This design comes from an exercise in tuning for small area on the open sky130 flow, not from production work. Only simulation tests tie the RTL to the original design; equivalence was not proved. Power figures rest on the tool's default switching activity, not on a simulated workload.

Design reg_file_sb, start of the top module:
module reg_file_sb #(
    parameter int XLEN = 32,
    parameter int AW   = 5
) (
    input  logic            clk,
    input  logic            rst,
    input  logic            write,
    input  logic [AW-1:0]   rd,
    input  logic [XLEN-1:0] write_data,
    input  logic            read_en,
    input  logic [AW-1:0]   rs1,
    input  logic [AW-1:0]   rs2,
    output logic [XLEN-1:0] out1,
    output logic [XLEN-1:0] out2,
    input  logic            issue_valid,
    input  logic [AW-1:0]   issue_rd,
    output logic            busy1,
    output logic            busy2
);
    localparam int NREGS = 2 ** AW;
    logic [XLEN-1:0]  r_regs [1:NREGS-1];
    logic [NREGS-1:1] r_valid;
    logic [NREGS-1:1] r_pend;
    logic [XLEN-1:0]  r_out1;
    logic [XLEN-1:0]  r_out2;
    logic [NREGS-1:1] w_we;
    logic [NREGS-1:1] w_hold;
    logic [NREGS-1:1] w_iss;
    logic [NREGS-1:1] w_dec1;
    logic [NREGS-1:1] w_dec2;
    logic [31:0]      w_sel1;
    logic [31:0]      w_sel2;
    logic [XLEN-1:0]  w_nxt1;
    logic [XLEN-1:0]  w_nxt2;
    logic [XLEN-1:0]  w_d [1:NREGS-1];
    always_comb begin
        for (int i = 1; i < NREGS; i++) begin
            w_we[i]   = write && (rd == AW'(i));
            w_hold[i] = !w_we[i];
            w_iss[i]  = issue_valid && (issue_rd == AW'(i));
            w_dec1[i] = (rs1 == AW'(i));
            w_dec2[i] = (rs2 == AW'(i));
        end
    end
    always_comb begin
        for (int i = 1; i < NREGS; i++) begin
            w_sel1[i-1] = read_en && w_dec1[i] && r_valid[i];
            w_sel2[i-1] = read_en && w_dec2[i] && r_valid[i];
        end
        w_sel1[31] = !read_en;
        w_sel2[31] = !read_en;
    end
    for (genvar b = 0; b < XLEN; b++) begin : g_bit
        logic [31:0] dat1, dat2;
        for (genvar i = 1; i < NREGS; i++) begin : g_reg
            assign dat1[i-1] = r_regs[i][b];
            assign dat2[i-1] = r_regs[i][b];
            rf_ao22 u_wr (.a1(w_we[i]), .a2(write_data[b]),
  ...
Settings: LEC_CHECK=0, CAP_MARGIN=20, CORE_MARGIN=2, CORE_UTILIZATION=65, SLEW_MARGIN=20, SYNTH_HIERARCHICAL=1; clock period 5.0 ns.
standard.sh (not shown) runs the stock make flow with config.mk's settings and CLKGATE_MAP_FILE= SYNTH_SCRIPT=/design/flow/synth_recipe.tcl, a recipe that flattens the netlist after the stock synthesis.
==> flow/flow/run.sh <==
#!/bin/bash
# Standard ORFS layout (the standard.sh), with two changes:
#  - port buffers use the smallest buffer cell (one buffer per port, as usual);
#  - CTS inserts no dummy loads for level balancing.
# Every ORFS step keeps its own log under orfs/logs; make's output goes to
# flow_make.log in the work folder.
set -euo pipefail
cd "$(dirname "$0")/.."
CTS="-sink_clustering_enable -repair_clock_nets -dont_use_dummy_load"
CTS="$CTS -sink_clustering_size 14 -sink_clustering_max_diameter 60"
CTS="$CTS -buf_list sky130_fd_sc_hd__clkbuf_8"
bash standard.sh finish \
    "CTS_ARGS=$CTS" \
    "BUFFER_PORTS_ARGS=-buffer_cell sky130_fd_sc_hd__buf_1" \
    > flow_make.log 2>&1
The starting point completed without violations.
Rerun with:
--- a/flow/flow/run.sh
+++ b/flow/flow/run.sh
@@ -9,3 +9,3 @@
 CTS="-sink_clustering_enable -repair_clock_nets -dont_use_dummy_load"
-CTS="$CTS -sink_clustering_size 14 -sink_clustering_max_diameter 60"
+CTS="$CTS -sink_clustering_size 16 -sink_clustering_max_diameter 60"
 CTS="$CTS -buf_list sky130_fd_sc_hd__clkbuf_8"
Settings changed: CORE_UTILIZATION 65 to 50.
Core utilization falls by 17 points. Routed wire length increases by 7.9%. Fmax goes down by 1.2%. Sequential share of layout area shrinks by 0.48 points.
Rerun with:
--- a/flow/flow/run.sh
+++ b/flow/flow/run.sh
@@ -9,3 +9,3 @@
 CTS="-sink_clustering_enable -repair_clock_nets -dont_use_dummy_load"
-CTS="$CTS -sink_clustering_size 16 -sink_clustering_max_diameter 60"
+CTS="$CTS -sink_clustering_size 14 -sink_clustering_max_diameter 60"
 CTS="$CTS -buf_list sky130_fd_sc_hd__clkbuf_8"
Result:
- routed wire length is about the same
- clock skew rose by 0.0036 ns
- combinational power stays flat
- cell area barely changes
- worst setup slack hardly moves
- clock-buffer cell count rose by 4
- die area does not change
- area after synthesis is unchanged
- total power rose by 0.50%

[afterwards: timing with drivers on the ports]
The flow's constraints put no driver on any port. The routed layouts listed below were extracted and timed again, unchanged, in two steps.
Step 1 assumes that a clkbuf_16 drives the clock port and a buf_2 every other input.
Step 2, shift: input delay + t, output delay - t, t = (earliest + latest rising clock arrival at the registers) / 2. This alone moves slack from input paths to output paths.
Slacks: no drivers / after step 1 / after step 2; pairs: no drivers / after step 1.
run | t (ns) | slack for setup (ns) | worst hold slack (ns) | clock arrival spread, ns
the first run | 0.791 | 1.048 / 1.018 / 0.588 | 0.353 / 0.313 / 0.481 | 0.079 / 0.079
the second run | 0.804 | 1.001 / 0.969 / 0.648 | 0.401 / 0.350 / 0.482 | 0.096 / 0.096
the third run | 0.806 | 1.003 / 0.970 / 0.656 | 0.402 / 0.354 / 0.477 | 0.081 / 0.081
After both steps setup and hold are still met in every run listed. The setup slack of the first run, which loses most, moves by -0.030 ns with the drivers and by -0.460 ns with both steps.
